Source: an optimization exercise on an open RTL-to-GDS flow (aim: small area, a short achievable clock period and few clock cycles per item). Production flows keep margins and buffers that such runs may drop. At most, simulation tests tie the RTL to the original design; equivalence was not proved. No functional check of the RTL was part of run 3. No run shown here takes its clock network from TritonCTS; it comes from the design's own scripts or RTL. The flow treats the clock pin as an ideal source. Dropping or thinning the clock tree relies on that and would not hold on a real chip. Power and IR drop assume default switching activity.

==> flow/design.v <==
module data_mem_ctrl #(
  parameter int Height     = 64,
  parameter int Length     = 32,
  parameter int WaitStates = 0
) (
  input  logic                                        clk,
  input  logic                                        rst_n,
  input  logic                                        reqValid,
  output logic                                        reqReady,
  input  logic                                        writeEnable,
  input  logic [2:0]                                  funct3,
  input  logic [$clog2(Height)+$clog2(Length/8)-1:0]  address,
  input  logic [Length-1:0]                           dataIn,
  output logic                                        respValid,
  output logic [Length-1:0]                           dataOut,
  output logic                                        error
);
  logic ready_q, v0_q, v1_q, v2_q;
  logic accept;
  assign accept    = reqValid && ready_q;
  assign reqReady  = ready_q;
  assign respValid = v2_q;
  always_ff @(posedge clk or negedge rst_n) begin
    if (!rst_n) begin
      ready_q <= 1'b0;
      v0_q    <= 1'b0;
      v1_q    <= 1'b0;
      v2_q    <= 1'b0;
    end else begin
      ready_q <= 1'b1;
      v0_q    <= accept;
      v1_q    <= v0_q;
      v2_q    <= v1_q;
    end
  end
  logic       st_legal, ld_legal;
  logic [1:0] lane;
  logic [3:0] be;
  logic [31:0] wd;
  logic [7:0] hi_dec, lo_dec;
  always_comb begin
    st_legal = writeEnable && !funct3[2] && (funct3[1:0] != 2'b11);
    ld_legal = !writeEnable && (funct3 != 3'b011) && (funct3 != 3'b110) &&
               (funct3 != 3'b111);
    lane = address[1:0];
    if (funct3[1:0] == 2'b01) lane[0] = 1'b0;
    if (funct3[1]) lane = 2'b00;
    case (funct3[1:0])
      2'b00:   be = 4'b0001 << lane;
      2'b01:   be = lane[1] ? 4'b1100 : 4'b0011;
      default: be = 4'b1111;
    endcase
    wd[7:0]   = dataIn[7:0];
    wd[15:8]  = (funct3[1:0] == 2'b00) ? dataIn[7:0] : dataIn[15:8];
    wd[23:16] = funct3[1] ? dataIn[23:16] : dataIn[7:0];
    wd[31:24] = funct3[1] ? dataIn[31:24] :
                (funct3[0] ? dataIn[15:8] : dataIn[7:0]);
    hi_dec = 8'b1 << address[7:5];
    lo_dec = 8'b1 << address[4:2];
  end
  logic [7:0]  hir_q [4];
  logic [7:0]  hiw_q;
  logic [7:0]  lo_q [4];
  logic [31:0] wd_q;
  logic [1:0]  lane_q;
  logic        byte_q, half_q, uns_q, zero_q, err_q;
  always_ff @(posedge clk) begin
    for (int b = 0; b < 4; b++)
      hir_q[b] <= (be[b] && !writeEnable) ? hi_dec : 8'b0;
    hiw_q  <= (accept && st_legal) ? hi_dec : 8'b0;
    for (int b = 0; b < 4; b++)
      lo_q[b] <= (accept && st_legal && !be[b]) ? 8'b0 : lo_dec;
    wd_q   <= wd;
    lane_q <= lane;
    byte_q <= (funct3[1:0] == 2'b00);
    half_q <= (funct3[1:0] == 2'b01);
    uns_q  <= funct3[2];
    zero_q <= !ld_legal;
    err_q  <= !(st_legal || ld_legal);
  end
  logic [31:0] mem [64];
  logic [31:0] rd;
  always_comb begin
    rd = '0;
    for (int h = 0; h < 8; h++) begin
      logic [31:0] part;
      part = '0;
      for (int l = 0; l < 8; l++)
        for (int b = 0; b < 4; b++)
          part[b*8 +: 8] = part[b*8 +: 8] | (mem[h*8+l][b*8 +: 8] & {8{lo_q[b][l]}});
      for (int b = 0; b < 4; b++)
        rd[b*8 +: 8] = rd[b*8 +: 8] | (part[b*8 +: 8] & {8{hir_q[b][h]}});
    end
  end
  always_ff @(posedge clk) begin
    for (int h = 0; h < 8; h++)
      for (int l = 0; l < 8; l++)
        for (int b = 0; b < 4; b++)
          if (hiw_q[h] && lo_q[b][l])
            mem[h*8+l][b*8 +: 8] <= wd_q[b*8 +: 8];
  end
  logic [31:0] rd_q;
  logic [1:0]  lane1_q;
  logic        byte1_q, half1_q, uns1_q, zero1_q, err1_q;
  always_ff @(posedge clk) begin
    rd_q    <= rd;
    lane1_q <= lane_q;
    byte1_q <= byte_q;
    half1_q <= half_q;
    uns1_q  <= uns_q;
    zero1_q <= zero_q;
    err1_q  <= err_q;
  end
  logic [7:0]  b0, b1;
  logic        sgn;
  logic [31:0] ld;
  always_comb begin
    case (lane1_q)
      2'd0:    b0 = rd_q[7:0];
      2'd1:    b0 = rd_q[15:8];
      2'd2:    b0 = rd_q[23:16];
      default: b0 = rd_q[31:24];
    endcase
    b1  = lane1_q[1] ? rd_q[31:24] : rd_q[15:8];
    sgn = !uns1_q && (byte1_q ? b0[7] : b1[7]);
    if (byte1_q)      ld = {{24{sgn}}, b0};
    else if (half1_q) ld = {{16{sgn}}, b1, b0};
    else              ld = rd_q;
    if (zero1_q) ld = '0;
  end
  always_ff @(posedge clk) begin
    dataOut <= ld;
    error   <= err1_q;
  end
endmodule
==> flow/flow/run.sh <==
#!/bin/bash
# Standard layout (the standard.sh) with three changes: the output
# registers are pulled next to their port buffers (flow/pull_regs.tcl), and
# hand-built two-level tree (flow/manual_cts.tcl, run as the PRE_CTS hook)
# instead of TritonCTS's three-level H-tree, and the port buffers start as
# plain buffers (buf_4) rather than delay cells, so timing repair can size them.
set -euo pipefail
here=$(pwd)
bash standard.sh "PRE_CTS_TCL=$here/flow/cts_hook.tcl" MCTS_LEAF_MAX=28 MCTS_NROOT=4 \
  "BUFFER_PORTS_ARGS=-buffer_cell sky130_fd_sc_hd__buf_4" \
  finish > standard_finish.log 2>&1
==> flow/flow/cts_hook.tcl <==
# PRE_CTS_TCL hook: pull the output registers next to their port buffers,
# then build the two-level clock tree of manual_cts.tcl in place of
# TritonCTS; the rest of ORFS's cts step (legalization, timing repair) runs
# unchanged on it.
source [file join [file dirname [info script]] pull_regs.tcl]
source [file join [file dirname [info script]] manual_cts.tcl]
mcts_pull_output_regs
mcts_build
set_propagated_clock [all_clocks]
rename clock_tree_synthesis orfs_unused_clock_tree_synthesis
proc clock_tree_synthesis {args} {
  puts "clock tree built by manual_cts.tcl; TritonCTS not run"
}
==> flow/flow/manual_cts.tcl <==
# Two-level clock tree built by hand: the clock port drives NROOT root
# buffers; each root drives a group of leaf buffers; each leaf buffer drives a
# compact cluster of at most LEAF_MAX flip-flop clock pins. Clusters come from
# recursive bisection of the sink locations, buffers sit at their loads'
# centroids, and detailed placement legalizes them afterwards.
set ::mcts_leaf_max  [expr {[info exists ::env(MCTS_LEAF_MAX)] ? $::env(MCTS_LEAF_MAX) : 28}]
set ::mcts_nroot     [expr {[info exists ::env(MCTS_NROOT)] ? $::env(MCTS_NROOT) : 4}]
set ::mcts_buf       sky130_fd_sc_hd__clkbuf_16

proc mcts_split {items k} {
  # items: list of {x y payload}; split into k groups of near-equal size by
  # recursive bisection along the longer side of the bounding box.
  if {$k <= 1} { return [list $items] }
  set xs {}; set ys {}
  foreach it $items { lappend xs [lindex $it 0]; lappend ys [lindex $it 1] }
  set xs [lsort -integer $xs]; set ys [lsort -integer $ys]
  set dx [expr {[lindex $xs end] - [lindex $xs 0]}]
  set dy [expr {[lindex $ys end] - [lindex $ys 0]}]
  set idx [expr {$dx >= $dy ? 0 : 1}]
  set sorted [lsort -integer -index $idx $items]
  set k1 [expr {$k / 2}]
  set k2 [expr {$k - $k1}]
  set n [llength $sorted]
  set n1 [expr {int(round(double($n) * $k1 / $k))}]
  set a [lrange $sorted 0 [expr {$n1 - 1}]]
  set b [lrange $sorted $n1 end]
  return [concat [mcts_split $a $k1] [mcts_split $b $k2]]
}

proc mcts_centroid {items} {
  set sx 0; set sy 0
  foreach it $items { set sx [expr {$sx + [lindex $it 0]}]; set sy [expr {$sy + [lindex $it 1]}] }
  set n [llength $items]
  return [list [expr {$sx / $n}] [expr {$sy / $n}]]
}

proc mcts_build {} {
  global mcts_leaf_max mcts_nroot mcts_buf
  set db [ord::get_db]
  set block [ord::get_db_block]
  set master [$db findMaster $mcts_buf]
  set clk_port [get_full_name [lindex [sta::get_property [lindex [all_clocks] 0] sources] 0]]
  set clk_net [[$block findBTerm $clk_port] getNet]
  set sinks {}
  foreach it [$clk_net getITerms] {
    set inst [$it getInst]
    set bb [$inst getBBox]
    set x [expr {([$bb xMin] + [$bb xMax]) / 2}]
    set y [expr {([$bb yMin] + [$bb yMax]) / 2}]
    lappend sinks [list $x $y $it]
  }
  set n [llength $sinks]
  set nleaf [expr {int(ceil(double($n) / $mcts_leaf_max))}]
  # keep the leaf count a multiple of the root count
  set nleaf [expr {int(ceil(double($nleaf) / $mcts_nroot)) * $mcts_nroot}]
  puts "MCTS: $n sinks, $nleaf leaf buffers, $mcts_nroot root buffers"
  # Roots first split the sinks into regions, then each region into leaves.
  set regions [mcts_split $sinks $mcts_nroot]
  set li 0
  set ri 0
  foreach reg $regions {
    set rnet [odb::dbNet_create $block "clknet_mroot_$ri"]
    $rnet setSigType CLOCK
    set rbuf [odb::dbInst_create $block $master "clkbuf_mroot_$ri"]
    set leaves [mcts_split $reg [expr {$nleaf / $mcts_nroot}]]
    set lcents {}
    foreach lf $leaves {
      set lnet [odb::dbNet_create $block "clknet_mleaf_$li"]
      $lnet setSigType CLOCK
      set lbuf [odb::dbInst_create $block $master "clkbuf_mleaf_$li"]
      foreach s $lf {
        set it [lindex $s 2]
        $it disconnect
        $it connect $lnet
      }
      [$lbuf findITerm X] connect $lnet
      [$lbuf findITerm A] connect $rnet
      set c [mcts_centroid $lf]
      $lbuf setLocation [lindex $c 0] [lindex $c 1]
      $lbuf setPlacementStatus PLACED
      lappend lcents [list [lindex $c 0] [lindex $c 1] $lbuf]
      incr li
    }
    [$rbuf findITerm X] connect $rnet
    [$rbuf findITerm A] connect $clk_net
    set c [mcts_centroid $lcents]
    $rbuf setLocation [lindex $c 0] [lindex $c 1]
    $rbuf setPlacementStatus PLACED
    incr ri
  }
  $clk_net setSigType CLOCK
}
==> flow/flow/pull_regs.tcl <==
# Move each flip-flop that drives an output port's buffer next to that
# buffer (the later detailed placement legalizes it), so the register to
# output wire is short.
proc mcts_pull_output_regs {} {
  set block [ord::get_db_block]
  set moved 0
  foreach bt [$block getBTerms] {
    if {[$bt getIoType] != "OUTPUT"} { continue }
    set net [$bt getNet]
    if {$net == "NULL"} { continue }
    set drv ""
    foreach it [$net getITerms] { if {[$it isOutputSignal]} { set drv $it } }
    if {$drv == ""} { continue }
    set buf [$drv getInst]
    set in_it ""
    foreach it [$buf getITerms] { if {[$it isInputSignal]} { set in_it $it } }
    if {$in_it == ""} { continue }
    set n2 [$in_it getNet]
    if {$n2 == "NULL" || [llength [$n2 getITerms]] > 4} { continue }
    set src ""
    foreach it [$n2 getITerms] { if {[$it isOutputSignal]} { set src $it } }
    if {$src == ""} { continue }
    set reg [$src getInst]
    if {![[$reg getMaster] isSequential]} { continue }
    set bb [$buf getBBox]
    $reg setLocation [$bb xMin] [$bb yMin]
    incr moved
  }
  puts "pulled $moved output registers next to their port buffers"
}
==> flow/standard.sh <==
#!/bin/bash
# synth_recipe.tcl (not shown) runs the flow's synth.tcl, then flattens the netlist and writes it again
# the make line also repeats each setting of config.mk as NAME=value (left out here)
make -C /OpenROAD-flow-scripts/flow DESIGN_CONFIG=/design/flow/config.mk WORK_HOME=/design/flow/orfs CLKGATE_MAP_FILE= SYNTH_SCRIPT=/design/flow/synth_recipe.tcl "${@:-finish}"
==> flow/config.mk <==
export PLATFORM = sky130hd
export DESIGN_NAME = data_mem_ctrl
export DESIGN_NICKNAME = data_mem_ctrl
export VERILOG_FILES = /design/flow/design.v
export SDC_FILE = /design/flow/constraint.sdc
export NUM_CORES = 4
export LEC_CHECK = 0
export CAP_MARGIN = 20
export CORE_MARGIN = 2
export CORE_UTILIZATION = 65
export PLACE_DENSITY = 0.75
export SETUP_SLACK_MARGIN = 1.85
export SLEW_MARGIN = 20
==> flow/constraint.sdc <==
create_clock -name core_clock -period 3.6 [get_ports {clk}]
set_input_delay 0.7200 -clock core_clock [delete_from_list [all_inputs] [get_ports {clk}]]
set_output_delay 0.7200 -clock core_clock [all_outputs]
set_load 0.01 [all_outputs]
==> results of run 1 <==
power groups by stage:
stage / combinational (uW) / sequential, uW / clock [uW]
final: 1930 / 29100 / 11100
after global routing: 2010 / 29100 / 11900
after CTS: 1770 / 29100 / 11100
after detailed placement: 1560 / 29800 / 0
after global placement: 1520 / 29800 / 0
after floorplan: 875 / 29400 / 0
final cells by class:
| class | instances | area, sq um |
|---|---|---|
| Buffer | 84 | 2100 |
| Sequential cell | 2235 | 65500 |
| Inverter | 2 | 7.51 |
| Timing Repair Buffer | 254 | 2750 |
| Antenna cell | 4 | 10.0 |
| Tap cell | 1625 | 2030 |
| Multi-Input combinational cell | 1951 | 14300 |
| Fill cell | 7376 | 35400 |
through the flow:
stage	hold slack (ps)	std cells
global route	271	6151
global placement	313	5981
CTS	263	6117
detailed placement	315	5981
finish	281	6155
floorplan	310	4521
per-layer routing:
| metal | up-vias | part of all wire (%) | track usage, % |
|---|---|---|---|
| li1 | 18428 | - | - |
| met1 | 22825 | 37 | 46.9 |
| met2 | 3131 | 47 | 48.8 |
| met3 | 355 | 13 | 6.79 |
| met4 | 16 | 2.8 | 7.83 |
| met5 | - | 0.081 | 0 |
cell usage in the layout, fill, tap and decap left out, types with 5 or more instances in the layout:
cell       synthesis  layout
dfxtp_2            0      66
nand4_1          288     288
buf_12             1      29
and3_1             8       8
buf_16             0       5
o21ai_0           11      11
and2_1           257     157
and2_2             0     100
clkbuf_16          0      84
edfxtp_1        2048    2048
mux2_2            23      23
dfxtp_1          183      76
buf_8              0      19
a211oi_1           8       8
a22oi_1         1159    1053
a2bb2oi_1          7       7
a22oi_2            0     106
nor2_1            91      87
a21oi_1            8       7
dfxtp_4            0      41
buf_4              2     138
nand2b_1           6       6
a21oi_2           11      11
nand2_1           36      36
mux2i_1            8       8
nand3b_1           7       7
buf_6              1      60
worst max-delay path, delay by kind of cell (launching register included):
kind | cells | cell delay, ps
compound gates | 2 | 580
simple gates | 2 | 380
flops | 1 | 450
buf+inv | 1 | 270
cells by family after synthesis:
kind of cell    count (synthesis)
flops                        2235
compound gates               1208
simple gates                  709
buf+inv                       335
mux                            33
other cells                     1
how the worst max path moves through the flow:
stage	endpoint	start	depth (start not counted)
4_1_cts	reqReady	ready_q$_DFF_PN0_	1
3_3_place_gp	lo_q[2][2]$_SDFF_PP0_	funct3[1]	5
6_report	rd_q[1]$_DFF_P_	lo_q[0][5]$_SDFF_PP0_	5
3_5_place_dp	lo_q[2][6]$_SDFF_PP0_	funct3[1]	5
2_1_floorplan	lo_q[1][0]$_SDFF_PP0_	funct3[0]	4
5_1_grt	rd_q[5]$_DFF_P_	lo_q[0][5]$_SDFF_PP0_	5
flip-flops by register name, indices dropped and copies added, names as in the netlist, 2 cells and up:
name and count:
hir_q 32, lane1_q 2, lo_q 32, mem 2048
hiw_q 8, wd_q 32, lane_q 2, rd_q 32
dataOut 32
cells in the mapped netlist (all sizes together) (4+ instances only):
cell type / instances
edfxtp: 2048
a22oi: 1159
clkbuf: 288
nand4: 288
and2: 257
dfxtp: 183
nor2: 94
buf: 45
nand2: 36
mux2: 24
a21oi: 20
o21ai: 11
a211oi: 8
and3: 8
mux2i: 8
a2bb2oi: 7
nand3b: 7
nand2b: 6
dfrtp: 4
timing repair:
item	4_1_cts	5_1_grt
pin swaps	18	41
hold buffers	1	0
buffers inserted	51	34
setup endpoints to repair	1864	580
gates resized for setup	203	156
hold endpoints to repair	4	0
==> impl_summary.txt, run 1 <==
----------------------------------------------------
[Status]
  Result of the run ... no timing/DRC/antenna violations

[Routing]
  Remaining number of nets flagged by the antenna check after routing ... 0
  Drt via density ... 7.27
  Mean routed wirelength per cell ... 33.4 microns
  Initial DRC count ... 7255
  Number of remaining DRC errors ... 0
  Detailed-routing iteration count for the pre-antenna-repair pass ... 6
  Routed Wire Length ... 206 mm
  Routed vias ... 44755

[Synthesis]
  Syn Nets ... around 4600
  Fraction of synthesized area in multiplexers ... 0.465%
  Synth warn ... 4
  Synth Area in Compound Gates ... 11.3%
  Post-synthesis cell count ... 4521
  Xor/xnor cell area share of the yosys netlist ... 0%
  Biggest area consumer among synthesized cells ... edfxtp_1
  Main combinational cell family by area after synthesis ... compound AO/OA/AOI/OAI gates
  Adder and majority gate portion of the synthesized area ... 0%
  Sequential-to-total area share from yosys stat ... 81.4%
  Post-synth top area share ... 76.7%
  Most common flop cell mapped by yosys ... edfxtp_1
  Number of storage elements in the synthesis netlist ... roughly 2200
  Area fraction in and, or, nand and nor cells after synthesis ... 5.16%
  Ranking of synthesized cells by area ... edfxtp_1 77%, a22oi_1 11%, dfxtp_1 4.6%, nand4_1 2.2%, and2_1 2.0%
  Number of distinct library cells after synthesis ... 41
  Post-Syn Area ... 80200 sq um
  Proportion of synthesized flip-flops having asynchronous set or reset ... 0.179%
  Synth Area per Inst ... 17.7 sq um
  Count of flip-flops with a built-in enable after synthesis ... 2048

[Finish]
  Synth-to-Final Area Change ... 8.09%
  Final design instance area without fill ... 86700 sq um
  Share of layout cells above drive strength 1 ... 15.5%
  Fin util ... 71.0%
  Number of nets at the end of the flow ... 4575

[Global route]
  Global-route wire length before repair ... approximately 290 mm
  Global-route total usage across every layer ... 31.6%
  Largest net degree at the start of global routing ... 73
  Number of antenna violations at the first check in global routing ... 12
  Aggregate global routing overflow ... 0
  Vias in the first global route ... between 40000 and 50000

[Flow run]
  Max-cap violation count ... 0

[Timing]
  Number of slew-limit violations in the final report ... 0
  Sum of negative setup slack ... 0 ps
  RSZ-0062 raised after global routing ... yes
  Worst Tran Pin Value ... approximately 1200 ps
  Clock Skew ... 25.1 ps
  Total of endpoints with negative setup slack in the final report ... 0
  Number of failing hold endpoints at the final stage ... 0
  Final Critical Period ... 1820 ps
  Portion of the clock cycle consumed by the worst path in the final layout ... 50.4%
  Achievable clock frequency ... 551 MHz
  Setup WS post-layout ... 1780 ps
  Max-slew headroom ... 18.9%

[Setup path]
  Worst reg2reg path depth ... 5
  Cell breakdown of the critical path ... buf_4 > a22oi_1 > nand4_1 > a22oi_1 > nand4_1
  Arr. time, crit path ... 2260 ps
  CP endpoint kind ... flip-flop
  Worst stage delay on the critical path ... 450 ps
  Maximum net fanout on the critical path ... 21
  Startpoint of the worst register-to-register path ... lo_q[0][5]$_SDFF_PP0_
  Data required time at the worst endpoint ... slightly above 4000 ps
  Element type at the critical path start ... flip-flop
  Reg-to-reg endpoint ... rd_q[1]$_DFF_P_
  Classification of the worst setup path ... reg2reg
  Flop-to-flop setup slack ... 1780 ps
  Slowest stage cell on the critical path ... dfxtp_4

[Power]
  Switching power total ... 8860 uW
  Cell-internal power ... between 30000 and 40000 uW
  Portion of total power attributed to the clock network ... 26.4%
  Maximum resistive drop on vdd ... 0.558 mV
  Power Total ... 42200 uW
  Leak ... 0.0264 uW
  Combinational Power Share ... under 10%
  Power density normalized to cell area ... 487 nW/um^2
  Relative contribution of sequential cells to total power ... 69.0%
  Switching fraction of total power ... 21.0%

[Die]
  I/O pin count ... 82
  Die area ... 126000 sq um
  Floorplan die width ... 355 microns
  Starting density of the core ... 65.7%
  Total number of placement rows ... about 130
  Core region area ... 122000 sq um
  Vert. Die Dim ... 355 microns

[Placed design]
  Cell Area, Placed ... between 80000 and 90000 sq um
  Setup slack at placement ... about 1000 ps
  Global placement routability congestion ... 0.858
  HPWL Detailed ... 119 mm
  Count of input and output buffers ... between 80 and 90

[Min path]
  Worst Hold Path EP ... wd_q[4]$_DFF_P_
  Startpoint of the tightest hold check path ... dataIn[4]
  Type of the worst min-delay path ... in2reg
  Hold Path Stages ... 1

[Clocking]
  Clock latency on the worst-skew pair ... 580 ps
  Clk pin slew, worst setup/hold paths ... 110 ps

----------------------------------------------------
Testbench counts, summed over its fixed seeds: cycles 16,024, items 16,000.
==> run 2: changes to the inputs <==
==> flow/flow/run.sh (replaced) <==
#!/bin/bash
# Standard layout (the standard.sh) with three changes: the output
# registers are pulled next to their port buffers (flow/pull_regs.tcl); the
# clock tree is a hand-built two-level tree (flow/manual_cts.tcl), both run as
# the PRE_CTS hook (flow/cts_hook.tcl) instead of TritonCTS's three-level
# H-tree; and the port buffers start as plain buffers (buf_4) rather than
# delay cells, so timing repair can size them.
set -euo pipefail
here=$(pwd)
bash standard.sh "PRE_CTS_TCL=$here/flow/cts_hook.tcl" MCTS_LEAF_MAX=28 MCTS_NROOT=4 \
  "BUFFER_PORTS_ARGS=-buffer_cell sky130_fd_sc_hd__buf_4" \
  finish > standard_finish.log 2>&1
==> run 2 against run 1 <==
Net effect:
- synthesized area unchanged
- total power unchanged
- via count unchanged
- register-to-register slack about the same
- wire length unchanged
- fmax unchanged
- sequential cell count unchanged
- critical endpoint unchanged
==> impl_summary.txt, run 2 <==
----------------------------------------------------
[Setup path]
  CP endpoint kind ... flip-flop
  Slowest stage cell on the critical path ... dfxtp_4
  Startpoint of the worst register-to-register path ... lo_q[0][5]$_SDFF_PP0_
  Worst reg2reg path depth ... 5 (unchanged)
  Classification of the worst setup path ... reg2reg
  Maximum net fanout on the critical path ... 21 (unchanged)
  Flop-to-flop setup slack ... 1780 ps (about the same)
  Cell breakdown of the critical path ... buf_4 > a22oi_1 > nand4_1 > a22oi_1 > nand4_1
  Element type at the critical path start ... flip-flop
  Worst stage delay on the critical path ... 450 ps (about the same)
  Data required time at the worst endpoint ... 4040 ps (about the same)
  Reg-to-reg endpoint ... rd_q[1]$_DFF_P_
  Arr. time, crit path ... 2260 ps (about the same)

[Synthesis]
  Number of distinct library cells after synthesis ... 41 (unchanged)
  Most frequent cells after synthesis ... 2048 x edfxtp_1, 1159 x a22oi_1, 288 x nand4_1
  Syn Nets ... 4568 (unchanged)
  Biggest area consumer among synthesized cells ... edfxtp_1
  Post-Syn Area ... 80200 sq um (unchanged)
  Most used standard cell by instance count after synthesis ... edfxtp_1
  Number of storage elements in the synthesis netlist ... 2235 (unchanged)
  Synth warn ... 4 (unchanged)
  Sequential-to-total area share from yosys stat ... 81.4% (unchanged)
  Post-synthesis cell count ... 4521 (unchanged)
  Post-synth top area share ... 76.7% (unchanged)
  Synth Area per Inst ... 17.7 sq um (unchanged)
  Proportion of synthesized flip-flops having asynchronous set or reset ... 0.179% (unchanged)
  Count of flip-flops with a built-in enable after synthesis ... 2048 (unchanged)
  Most common flop cell mapped by yosys ... edfxtp_1
  Ranking of synthesized cells by area ... edfxtp_1 77%, a22oi_1 11%, dfxtp_1 4.6%, nand4_1 2.2%, and2_1 2.0%

[Power]
  Leak ... 0.0264 uW (unchanged)
  Maximum resistive drop on vdd ... 0.558 mV (unchanged)
  Portion of total power attributed to the clock network ... 26.4% (about the same)
  Power Total ... 42200 uW (unchanged)
  Switching fraction of total power ... 21.0% (unchanged)
  Combinational Power Share ... 4.6% (about the same)
  Cell-internal power ... 33300 uW (unchanged)
  Switching power total ... 8860 uW (unchanged)
  Power density normalized to cell area ... 487 nW/um^2 (unchanged)
  Relative contribution of sequential cells to total power ... 69.0% (about the same)

[Routing]
  Drt via density ... 7.27 (unchanged)
  Detailed-routing iteration count for the pre-antenna-repair pass ... 6 (unchanged)
  Routed vias ... 44755 (unchanged)
  Routed Wire Length ... 206 mm (unchanged)
  Remaining number of nets flagged by the antenna check after routing ... 0 (unchanged)
  Initial DRC count ... 7255 (unchanged)
  Mean routed wirelength per cell ... 33.4 microns (unchanged)
  Number of remaining DRC errors ... 0 (unchanged)

[Global route]
  Vias in the first global route ... 42786 (unchanged)
  Global-route total usage across every layer ... 31.6% (unchanged)
  Number of antenna violations at the first check in global routing ... 12 (unchanged)
  Aggregate global routing overflow ... 0 (unchanged)
  Largest net degree at the start of global routing ... 73 (unchanged)
  Global-route wire length before repair ... 293 mm (unchanged)

[Finish]
  Synth-to-Final Area Change ... 8.09% (unchanged)
  Number of nets at the end of the flow ... 4575 (unchanged)
  Top library cells by usage in the layout, fill and taps aside ... 2048 x edfxtp_1, 1053 x a22oi_1, 288 x nand4_1
  Share of layout cells above drive strength 1 ... 15.5% (unchanged)
  FILL cells ... 7376 (unchanged)
  Register containing the most flip-flops in the final layout ... mem
  Max FFs per register ... 2048 (unchanged)
  Most common cell after layout, fill and taps aside ... edfxtp_1
  Fin util ... 71.0% (unchanged)
  Final instance count without filler cells ... 6155 (unchanged)

[Timing]
  Clock Skew ... 25.1 ps (unchanged)
  Setup WS post-layout ... 1780 ps (unchanged)
  Achievable clock frequency ... 551 MHz (unchanged)
  Final Critical Period ... 1820 ps (unchanged)
  Max-slew headroom ... 18.9% (unchanged)
  Total of endpoints with negative setup slack in the final report ... 0 (unchanged)
  Number of slew-limit violations in the final report ... 0 (unchanged)
  Sum of negative setup slack ... 0 ps (unchanged)
  Number of failing hold endpoints at the final stage ... 0 (unchanged)
  Portion of the clock cycle consumed by the worst path in the final layout ... 50.4% (unchanged)
  Worst Tran Pin Value ... 1200 ps (unchanged)
  RSZ-0062 raised after global routing ... yes

[Die]
  Core region area ... 122000 sq um (unchanged)
  Starting density of the core ... 65.7% (unchanged)
  I/O pin count ... 82 (unchanged)
  Floorplan die width ... 355 microns (unchanged)
  Die area ... 126000 sq um (unchanged)
  Vert. Die Dim ... 355 microns (unchanged)
  Total number of placement rows ... 128 (unchanged)

[Clocking]
  Clk pin slew, worst setup/hold paths ... 110 ps (about the same)
  Clock latency on the worst-skew pair ... 580 ps (about the same)

[Flow run]
  Max-cap violation count ... 0 (unchanged)

[Min path]
  Type of the worst min-delay path ... in2reg
  Worst Hold Path EP ... wd_q[4]$_DFF_P_
  Hold Path Stages ... 1 (unchanged)
  Startpoint of the tightest hold check path ... dataIn[4]

[Placed design]
  Setup slack at placement ... 1030 ps (unchanged)
  Placed Cells ... 5981 (unchanged)
  Count of input and output buffers ... 81 (unchanged)
  Global placement routability congestion ... 0.858 (unchanged)
  HPWL Detailed ... 119 mm (unchanged)

[Status]
  Result of the run ... no timing/DRC/antenna violations

----------------------------------------------------
-- run 2: through the flow --
step / hold WS, ps / area (sq um)
final: 281 / 86700
after global routing: 271 / 86700
after CTS: 263 / 85800
after detailed placement: 315 / 82400
after global placement: 313 / 82400
after floorplan: 310 / 80200
-- run 2: kinds of logic after synthesis --
logic type      synth area share [%]
flops                           81.4
compound gates                  11.3
simple gates                    5.16
buf+inv                         1.68
mux                            0.465
other cells                  0.00468
-- run 2: what timing repair did --
action,in CTS,in global routing
cloned,0,0
setup endpoints to repair,1864,580
hold endpoints to repair,4,0
hold buffers,1,0
pin swaps,18,41
gates resized for setup,203,156
setup buffers,51,34
-- run 2: critical path, delay by kind of cell, from the launching register on --
| kind | cells | cell delay [ps] |
|---|---|---|
| AO/OA/AOI/OAI | 2 | 580 |
| buffers and inverters | 1 | 270 |
| flip-flops | 1 | 450 |
| AND/OR/NAND/NOR | 2 | 380 |
-- run 2: per-layer routing --
metal	vias up	part of all wire, %	track usage, %
met4	16	2.8	7.83
li1	18428	-	-
met1	22825	37	46.9
met2	3131	47	48.8
met3	355	13	6.79
met5	-	0.081	0
-- run 2: final cells by class --
type	count	area, sq um	share of cell area [%]
multi-input combinational	1951	14300	16.5
buffer	84	2100	2.43
timing repair buffer	254	2750	3.17
sequential	2235	65500	75.6
tap	1625	2030	2.35
antenna	4	10.0	0.0115
inverter	2	7.51	0.00866
-- run 2: power groups by stage --
| stage | clock, uW | sequential [uW] | combinational [uW] |
|---|---|---|---|
| after floorplan | 0 | 29400 | 875 |
| after global placement | 0 | 29800 | 1520 |
| after detailed placement | 0 | 29800 | 1560 |
| after CTS | 11100 | 29100 | 1770 |
| after global routing | 11900 | 29100 | 2010 |
| final | 11100 | 29100 | 1930 |
-- run 2: worst max path at each step --
stage | end | startpoint | slack [ps]
5_1_grt | rd_q[5]$_DFF_P_ | lo_q[0][5]$_SDFF_PP0_ | 1750
3_3_place_gp | lo_q[2][2]$_SDFF_PP0_ | funct3[1] | 1070
4_1_cts | reqReady | ready_q$_DFF_PN0_ | 1770
2_1_floorplan | lo_q[1][0]$_SDFF_PP0_ | funct3[0] | 1910
3_5_place_dp | lo_q[2][6]$_SDFF_PP0_ | funct3[1] | 1030
6_report | rd_q[1]$_DFF_P_ | lo_q[0][5]$_SDFF_PP0_ | 1780
==> run 3: changes to the inputs <==
--- a/flow/design.v
+++ b/flow/design.v
@@ -16,17 +16,15 @@
   output logic                                        error
 );
-  logic ready_q, v0_q, v1_q, v2_q;
+  logic v0_q, v1_q, v2_q;
   logic accept;
-  assign accept    = reqValid && ready_q;
-  assign reqReady  = ready_q;
+  assign reqReady  = rst_n;
+  assign accept    = reqValid && rst_n;
   assign respValid = v2_q;
   always_ff @(posedge clk or negedge rst_n) begin
     if (!rst_n) begin
-      ready_q <= 1'b0;
       v0_q    <= 1'b0;
       v1_q    <= 1'b0;
       v2_q    <= 1'b0;
     end else begin
-      ready_q <= 1'b1;
       v0_q    <= accept;
       v1_q    <= v0_q;
==> run 3 against run 2 <==
Net effect:
- still clean
- final area about the same
- sequential power is essentially flat
- die area is essentially flat
- hold slack got worse by 5.0 ps
==> impl_summary.txt, run 3 <==
----------------------------------------------------
[Status]
  Result of the run ... no timing/DRC/antenna violations

[Synthesis]
  Fraction of synthesized area in multiplexers ... 0.465% (about the same)
  Synth Area per Inst ... 17.7 sq um (about the same)
  Synth Area in Compound Gates ... 11.3% (about the same)
  Main combinational cell family by area after synthesis ... compound AO/OA/AOI/OAI gates
  Sequential-to-total area share from yosys stat ... 81.4% (about the same)
  Most common flop cell mapped by yosys ... edfxtp_1
  Adder and majority gate portion of the synthesized area ... 0% (unchanged)
  Biggest area consumer among synthesized cells ... edfxtp_1
  Syn Nets ... 4567 (-0.022%)
  Xor/xnor cell area share of the yosys netlist ... 0% (unchanged)
  Count of flip-flops with a built-in enable after synthesis ... 2048 (unchanged)
  Post-synthesis cell count ... 4520 (-0.022%)
  Most used standard cell by instance count after synthesis ... edfxtp_1
  Most frequent cells after synthesis ... 2048 x edfxtp_1, 1159 x a22oi_1, 288 x nand4_1
  Post-synth top area share ... 76.7% (about the same)
  Number of storage elements in the synthesis netlist ... 2234 (-0.045%)
  Synth warn ... 4 (unchanged)
  Ranking of synthesized cells by area ... edfxtp_1 77%, a22oi_1 11%, dfxtp_1 4.6%, nand4_1 2.2%, and2_1 2.0%
  Number of distinct library cells after synthesis ... 40 (-2.4%)
  Proportion of synthesized flip-flops having asynchronous set or reset ... 0.134% (-0.045 points)
  Post-Syn Area ... 80200 sq um (about the same)
  Area fraction in and, or, nand and nor cells after synthesis ... 5.16% (about the same)

[Finish]
  Share of layout cells above drive strength 1 ... 15.6% (+0.13 points)
  Fin util ... 71.0% (about the same)
  Most common cell after layout, fill and taps aside ... edfxtp_1
  Max FFs per register ... 2048 (unchanged)
  Final instance count without filler cells ... 6166 (+0.18%)
  Top library cells by usage in the layout, fill and taps aside ... 2048 x edfxtp_1, 1074 x a22oi_1, 288 x nand4_1
  Register containing the most flip-flops in the final layout ... mem
  Number of nets at the end of the flow ... 4588 (+0.28%)
  Final design instance area without fill ... 86600 sq um (about the same)
  Synth-to-Final Area Change ... 8.09% (about the same)

[Timing]
  Total of endpoints with negative setup slack in the final report ... 0 (unchanged)
  Number of failing hold endpoints at the final stage ... 0 (unchanged)
  Number of slew-limit violations in the final report ... 0 (unchanged)
  Portion of the clock cycle consumed by the worst path in the final layout ... 50.2% (-0.26 points)
  Sum of negative setup slack ... 0 ps (unchanged)
  Final Critical Period ... 1810 ps (-9.36 ps)
  Max-slew headroom ... 17.8% (-1.1 points)
  RSZ-0062 raised after global routing ... yes
  Worst Tran Pin Value ... 1220 ps (+16.4 ps)
  Clock Skew ... 18.1 ps (-6.90 ps)
  Achievable clock frequency ... 554 MHz (+0.52%)
  Tightest hold margin ... 276 ps (-5.05 ps)

[Die]
  I/O pin count ... 82 (unchanged)
  Floorplan die width ... 355 microns (about the same)
  Core region area ... 122000 sq um (unchanged)
  Total number of placement rows ... 128 (unchanged)
  Vert. Die Dim ... 355 microns (about the same)
  Starting density of the core ... 65.7% (about the same)
  Die area ... 126000 sq um (about the same)

[Routing]
  Mean routed wirelength per cell ... 33.5 microns (+0.26%)
  Detailed-routing iteration count for the pre-antenna-repair pass ... 8 (+2)
  Number of remaining DRC errors ... 0 (unchanged)
  Remaining number of nets flagged by the antenna check after routing ... 0 (unchanged)
  Initial DRC count ... 7401 (+2.0%)
  Drt via density ... 7.27 (about the same)
  Routed Wire Length ... 207 mm (+0.44%)
  Routed vias ... 44819 (+0.14%)

[Setup path]
  Family with the most delay on the worst path ... flip-flops
  CP endpoint kind ... output pin
  Cell breakdown of the critical path ... buf_6
  Element type at the critical path start ... flip-flop
  Arr. time, crit path ... 1090 ps (-1170 ps)
  Critical path buffers and inverters ... 1 (unchanged)
  Slowest stage cell on the critical path ... dfrtp_1
  Data required time at the worst endpoint ... 2880 ps (-1160 ps)
  Classification of the worst setup path ... reg2out
  Worst stage delay on the critical path ... 390 ps (-60 ps)
  Maximum net fanout on the critical path ... 1 (-95%)

[Global route]
  Number of antenna violations at the first check in global routing ... 11 (-1)
  Largest net degree at the start of global routing ... 73 (unchanged)
  Global-route total usage across every layer ... 31.6% (about the same)
  Aggregate global routing overflow ... 0 (unchanged)
  Vias in the first global route ... 42291 (-1.2%)
  Global-route wire length before repair ... 293 mm (about the same)

[Placed design]
  Count of input and output buffers ... 81 (unchanged)
  Global placement routability congestion ... 0.853 (-0.62%)
  Cell Area, Placed ... 82500 sq um (+0.11%)
  Placed Cells ... 5996 (+0.25%)
  HPWL Detailed ... 122 mm (+2.1%)

[Power]
  Power density normalized to cell area ... 487 nW/um^2 (about the same)
  Maximum resistive drop on vdd ... 0.543 mV (-2.7%)
  Leak ... 0.0263 uW (-0.40%)

[Min path]
  Type of the worst min-delay path ... in2reg

[Clocking]
  Clock latency on the worst-skew pair ... 580 ps (about the same)
  Clk pin slew, worst setup/hold paths ... 100 ps (about the same)

[Flow run]
  Max-cap violation count ... 0 (unchanged)

----------------------------------------------------
-- run 3: report_power, final --
group / switching, uW / leakage (uW) / total, uW / internal, uW
combinational: 1230 / 0.00541 / 1880 / 643
clock: 7010 / 0.00104 / 11200 / 4140
sequential: 635 / 0.0198 / 29200 / 28500
total: 8880 / 0.0263 / 42200 / 33300
-- run 3: cell type report --
type                    instances  area [sq um]
flip-flops and latches       2234         65500
fillers                      7392         35400
multi-input cells            1951         14200
repair buffers                268          2830
plain buffers                  84          2100
well taps                    1625          2030
inverters                       2          7.51
diodes                          2          5.00
-- run 3: logic make-up after synthesis --
kind of cell           count (synthesis)
buffers and inverters                336
muxes                                 33
and+or+nand+nor                      709
DFF                                 2234
AOI/OAI and AO/OA                   1208
-- run 3: through the flow --
| stage | worst slack, ps | power, uW |
|---|---|---|
| after floorplan | 1910 | 30300 |
| after global placement | 1380 | 31300 |
| after detailed placement | 1310 | 31400 |
| after global routing | 1780 | 43100 |
| final | 1790 | 42200 |
| after CTS | 1780 | 42000 |
-- run 3: worst paths after layout --
path                                           from               endpoint  slack, ps  cells after the start
max in group asynchronous                     rst_n         v0_q$_DFF_PN0_       2980                      2
worst max register to register  hiw_q[5]$_SDFF_PN0_  mem[43][18]$_DFFE_PP_       1840                      2
worst max-delay path                 v2_q$_DFF_PN0_              respValid       1790                      1
min in group asynchronous                     rst_n         v2_q$_DFF_PN0_        480                      2
worst min register to register        err_q$_DFF_P_         err1_q$_DFF_P_        340                      0
worst min-delay path                      dataIn[5]        wd_q[5]$_DFF_P_        280                      1
-- run 3: metal layers --
layer | vias to the layer above | global-route usage [%] | wire length, microns
met1 | 22767 | 46.2 | 76000
met2 | 3198 | 48.6 | 96000
met4 | 14 | 8.47 | 6360
met3 | 360 | 7.51 | 28000
met5 | - | 0 | 98
li1 | 18480 | - | -
-- run 3: what timing repair did --
action / in CTS / in global routing
resized for setup: 196 / 134
pin swaps: 19 / 24
setup endpoints to repair: 1882 / 652
endpoints found under the hold margin: 3 / 0
gates cloned: 1 / 2
setup buffers: 30 / 49
hold buffers: 1 / 0
==> run 4: changes to the inputs <==
--- a/flow/design.v
+++ b/flow/design.v
@@ -16,15 +16,17 @@
   output logic                                        error
 );
-  logic v0_q, v1_q, v2_q;
+  logic ready_q, v0_q, v1_q, v2_q;
   logic accept;
-  assign reqReady  = rst_n;
-  assign accept    = reqValid && rst_n;
+  assign accept    = reqValid && ready_q;
+  assign reqReady  = ready_q;
   assign respValid = v2_q;
   always_ff @(posedge clk or negedge rst_n) begin
     if (!rst_n) begin
+      ready_q <= 1'b0;
       v0_q    <= 1'b0;
       v1_q    <= 1'b0;
       v2_q    <= 1'b0;
     end else begin
+      ready_q <= 1'b1;
       v0_q    <= accept;
       v1_q    <= v0_q;
@@ -59,5 +61,5 @@
   logic [7:0]  hir_q [4];
   logic [7:0]  hiw_q;
-  logic [7:0]  lo_q [4];
+  logic [7:0]  lo_q [4][2];
   logic [31:0] wd_q;
   logic [1:0]  lane_q;
@@ -68,5 +70,6 @@
     hiw_q  <= (accept && st_legal) ? hi_dec : 8'b0;
     for (int b = 0; b < 4; b++)
-      lo_q[b] <= (accept && st_legal && !be[b]) ? 8'b0 : lo_dec;
+      for (int g = 0; g < 2; g++)
+        lo_q[b][g] <= (be[b] && (address[7] == g[0])) ? lo_dec : 8'b0;
     wd_q   <= wd;
     lane_q <= lane;
@@ -86,5 +89,5 @@
       for (int l = 0; l < 8; l++)
         for (int b = 0; b < 4; b++)
-          part[b*8 +: 8] = part[b*8 +: 8] | (mem[h*8+l][b*8 +: 8] & {8{lo_q[b][l]}});
+          part[b*8 +: 8] = part[b*8 +: 8] | (mem[h*8+l][b*8 +: 8] & {8{lo_q[b][h/4][l]}});
       for (int b = 0; b < 4; b++)
         rd[b*8 +: 8] = rd[b*8 +: 8] | (part[b*8 +: 8] & {8{hir_q[b][h]}});
@@ -95,5 +98,5 @@
       for (int l = 0; l < 8; l++)
         for (int b = 0; b < 4; b++)
-          if (hiw_q[h] && lo_q[b][l])
+          if (hiw_q[h] && lo_q[b][h/4][l])
             mem[h*8+l][b*8 +: 8] <= wd_q[b*8 +: 8];
   end
==> run 4 against run 3 <==
Net effect:
- still clean
- fmax is 0.30% lower
- combinational power is 36% lower
- global-route usage is 0.92 points lower
- die area is 1.1% higher
- critical path type unchanged
==> impl_summary.txt, run 4 <==
----------------------------------------------------
[Status]
  Result of the run ... no timing/DRC/antenna violations

[Synthesis]
  Number of storage elements in the synthesis netlist ... 2267 (+1.5%)
  Most frequent cells after synthesis ... 2048 x edfxtp_1, 1159 x a22oi_1, 288 x nand4_1
  Post-synthesis cell count ... 4600 (+1.8%)
  Post-synth top area share ... 75.9% (-0.83 points)
  Ranking of synthesized cells by area ... edfxtp_1 76%, a22oi_1 11%, dfxtp_1 5.3%, nand4_1 2.2%, and2_1 2.0%
  Number of distinct library cells after synthesis ... 41 (+2.5%)
  Post-Syn Area ... 81000 sq um (+1.1%)
  Biggest area consumer among synthesized cells ... edfxtp_1
  Xor/xnor cell area share of the yosys netlist ... 0% (unchanged)
  Fraction of synthesized area in multiplexers ... 0.460% (-0.0050 points)
  Most used standard cell by instance count after synthesis ... edfxtp_1
  Syn Nets ... 4647 (+1.8%)
  Adder and majority gate portion of the synthesized area ... 0% (unchanged)
  Sequential-to-total area share from yosys stat ... 81.3% (about the same)
  Synth Area in Compound Gates ... 11.2% (-0.13 points)
  Main combinational cell family by area after synthesis ... compound AO/OA/AOI/OAI gates
  Count of flip-flops with a built-in enable after synthesis ... 2048 (unchanged)
  Synth warn ... 4 (unchanged)
  Most common flop cell mapped by yosys ... edfxtp_1
  Synth Area per Inst ... 17.6 sq um (-0.66%)
  Proportion of synthesized flip-flops having asynchronous set or reset ... 0.176% (+0.042 points)
  Area fraction in and, or, nand and nor cells after synthesis ... 5.28% (+0.12 points)

[Setup path]
  Classification of the worst setup path ... reg2out
  Cell breakdown of the critical path ... buf_6
  CP endpoint kind ... output pin
  Critical path buffers and inverters ... 1 (unchanged)
  Family with the most delay on the worst path ... flip-flops
  Slowest stage cell on the critical path ... dfrtp_1
  Element type at the critical path start ... flip-flop
  Worst stage delay on the critical path ... 400 ps (about the same)
  Arr. time, crit path ... 1090 ps (about the same)
  Maximum net fanout on the critical path ... 2 (+1)
  Data required time at the worst endpoint ... 2880 ps (about the same)

[Routing]
  Number of remaining DRC errors ... 0 (unchanged)
  Detailed-routing iteration count for the pre-antenna-repair pass ... 8 (unchanged)
  Initial DRC count ... 7109 (-3.9%)
  Drt via density ... 7.17 (-1.4%)
  Routed Wire Length ... 199 mm (-3.7%)
  Remaining number of nets flagged by the antenna check after routing ... 0 (unchanged)
  Detailed-route wire length on metal 1 ... 76.4 mm (+0.54%)
  Mean routed wirelength per cell ... 32.1 microns (-4.2%)
  Met3 WL post-DR ... 25.0 mm (-11%)
  Met2 wire length ... 91.3 mm (-4.9%)
  Routed vias ... 44419 (-0.89%)
  Top routing layer in use ... met5

[Die]
  Vert. Die Dim ... 357 microns (+0.54%)
  Floorplan die width ... 357 microns (+0.54%)
  Total number of placement rows ... 129 (+0.78%)
  Starting density of the core ... 65.5% (-0.14 points)
  I/O pin count ... 82 (unchanged)
  Die area ... 128000 sq um (+1.1%)
  Core region area ... 124000 sq um (+1.3%)

[Timing]
  Number of failing hold endpoints at the final stage ... 0 (unchanged)
  Number of slew-limit violations in the final report ... 0 (unchanged)
  RSZ-0062 raised after global routing ... yes
  Clock Skew ... 19.0 ps (+0.870 ps)
  Final Critical Period ... 1810 ps (+5.45 ps)
  Max-slew headroom ... 27.9% (+10 points)
  Worst Tran Pin Value ... 1080 ps (-139 ps)
  Achievable clock frequency ... 552 MHz (-0.30%)
  Portion of the clock cycle consumed by the worst path in the final layout ... 50.3% (+0.15 points)
  Total of endpoints with negative setup slack in the final report ... 0 (unchanged)
  Sum of negative setup slack ... 0 ps (unchanged)

[Placed design]
  Count of input and output buffers ... 81 (unchanged)
  Global placement routability congestion ... 0.927 (+8.7%)
  HPWL Detailed ... 125 mm (+2.5%)

[Clocking]
  Clk pin slew, worst setup/hold paths ... 100 ps (about the same)
  Clock latency on the worst-skew pair ... 580 ps (about the same)

[Flow run]
  Max-cap violation count ... 0 (unchanged)

[Finish]
  Number of nets at the end of the flow ... 4605 (+0.37%)
  FILL cells ... 7566 (+2.4%)
  Fin util ... 69.9% (-1.1 points)
  Register containing the most flip-flops in the final layout ... mem
  Registers with the highest flip-flop counts ... mem: 2048 flops, lo_q: 64 flops
  Max FFs per register ... 2048 (unchanged)
  Share of layout cells above drive strength 1 ... 13.6% (-2.0 points)
  Top library cells by usage in the layout, fill and taps aside ... 2048 x edfxtp_1, 1089 x a22oi_1, 288 x nand4_1
  Most common cell after layout, fill and taps aside ... edfxtp_1
  Synth-to-Final Area Change ... 6.69%

[Global route]
  Vias in the first global route ... 42134 (-0.37%)
  Global-route wire length before repair ... 287 mm (-1.8%)
  Global-route total usage across every layer ... 30.7% (-0.92 points)
  Number of antenna violations at the first check in global routing ... 13 (+2)
  Largest net degree at the start of global routing ... 65 (-11%)
  Aggregate global routing overflow ... 0 (unchanged)

[Power]
  Switching fraction of total power ... 20.2% (-0.86 points)
  Maximum resistive drop on vdd ... 0.514 mV (-5.4%)
  Relative contribution of sequential cells to total power ... 70.0% (+0.9 points)
  Cell-internal power ... 33600 uW (+0.73%)
  Combinational Power Share ... 2.9% (-1.5 points)
  Switching power total ... 8480 uW (-4.5%)
  Portion of total power attributed to the clock network ... 27.2% (+0.8 points)
  Power density normalized to cell area ... 486 nW/um^2 (-0.15%)
  Leak ... 0.0262 uW (-0.33%)

[Min path]
  Type of the worst min-delay path ... in2reg

----------------------------------------------------
## run 4: changes by cell type after synthesis, moves of 3 or more
cell / change
clkbuf_1: -53
buf_2: +48
nor2_1: +36
dfxtp_1: +32
buf_1: +24
clkbuf_2: -7
or2_2: +3
## run 4: metrics by stage
stage / total power, uW / setup WS, ps / hold slack (ps) / area, sq um / std cells
global route: 43000 / 1760 / 263 / 86400 / 6194
detailed placement: 31200 / 1450 / 314 / 83200 / 6096
floorplan: 30400 / 1970 / 310 / 81000 / 4600
global placement: 31100 / 1480 / 312 / 83200 / 6096
CTS: 42000 / 1740 / 262 / 85900 / 6185
finish: 42100 / 1790 / 274 / 86500 / 6199
## run 4: power by group through the flow
stage	logic [uW]	registers [uW]	clock network, uW
detailed placement	1130	30000	0
floorplan	588	29800	0
CTS	1160	29400	11400
global route	1270	29500	12200
finish	1210	29400	11400
global placement	1110	30000	0
## run 4: kinds of logic after synthesis
family / count (synthesis)
flops: 2267
compound gates: 1208
simple gates: 747
buf+inv: 344
mux: 33
other cells: 1
## run 4: path summary, 6_finish.rpt
path	slack, ps	cells past startpoint	startpoint	endpoint
max	1790	1	ready_q$_DFF_PN0_	reqReady
min	270	1	dataIn[4]	wd_q[4]$_DFF_P_
max reg2reg	1820	5	lo_q[3][2]$_SDFF_PN0_	rd_q[15]$_DFF_P_
min reg2reg	340	0	err_q$_DFF_P_	err1_q$_DFF_P_
max in group asynchronous	3040	2	rst_n	v1_q$_DFF_PN0_
min in group asynchronous	460	2	rst_n	ready_q$_DFF_PN0_
## run 4: cell type report
type | count | area [sq um] | share of cell area (%)
diodes | 6 | 15.0 | 0.0174
multi-input cells | 1989 | 14200 | 16.5
well taps | 1637 | 2050 | 2.37
repair buffers | 212 | 1840 | 2.13
plain buffers | 88 | 2200 | 2.55
flip-flops and latches | 2267 | 66100 | 76.5
## run 4: what timing repair did
item	CTS	global route
endpoints found under the setup margin	1506	708
buffers inserted	0	8
hold endpoints to repair	4	0
hold buffers	1	0
pin swaps	8	25
gates resized for setup	164	176
cloned	0	0
## run 4: metal layers
metal | track usage [%] | up-vias
met5 | 0 | -
li1 | - | 18570
met3 | 6.54 | 337
met2 | 46.5 | 2938
met4 | 7.62 | 10
met1 | 46.4 | 22564
Testbench counts of run 4, summed over its fixed seeds: cycles 16,024, items 16,000.

## separate check: timing with driven ports
In the flow no input, the clock included, has a driving cell. The finished layouts below were timed again as built, in two steps. Step 1 (the two cells are an assumption about what drives the block):
set clk [get_ports {clk}]
set_driving_cell -lib_cell sky130_fd_sc_hd__clkbuf_16 $clk
set_driving_cell -lib_cell sky130_fd_sc_hd__buf_2 [delete_from_list [all_inputs] $clk]
Step 2 adds t to the input delays and takes it off the output delays; t is the mean of the earliest and latest rising clock arrival at the registers after step 1. Input paths then give back, and output paths get back, about the clock's delay inside the block. Slacks: ideal ports / drivers / drivers and shift; pairs: ideal ports / drivers.
run | t, ns | slack for setup (ns) | worst setup path at the end | pins driven straight from the clock port
run 1 | 0.740 | 1.784 / 1.612 / 1.399 | input to register | 4
run 2 | 0.740 | 1.784 / 1.612 / 1.399 | input to register | 4
run 3 | 0.736 | 1.794 / 1.623 / 1.325 | input to register | 4
run 4 | 0.748 | 1.788 / 1.611 / 1.277 | input to register | 4
After both steps every run listed still meets setup and hold. For run 4, which loses most, drivers alone change the setup slack by -0.177 ns; drivers and shift together by -0.511 ns.
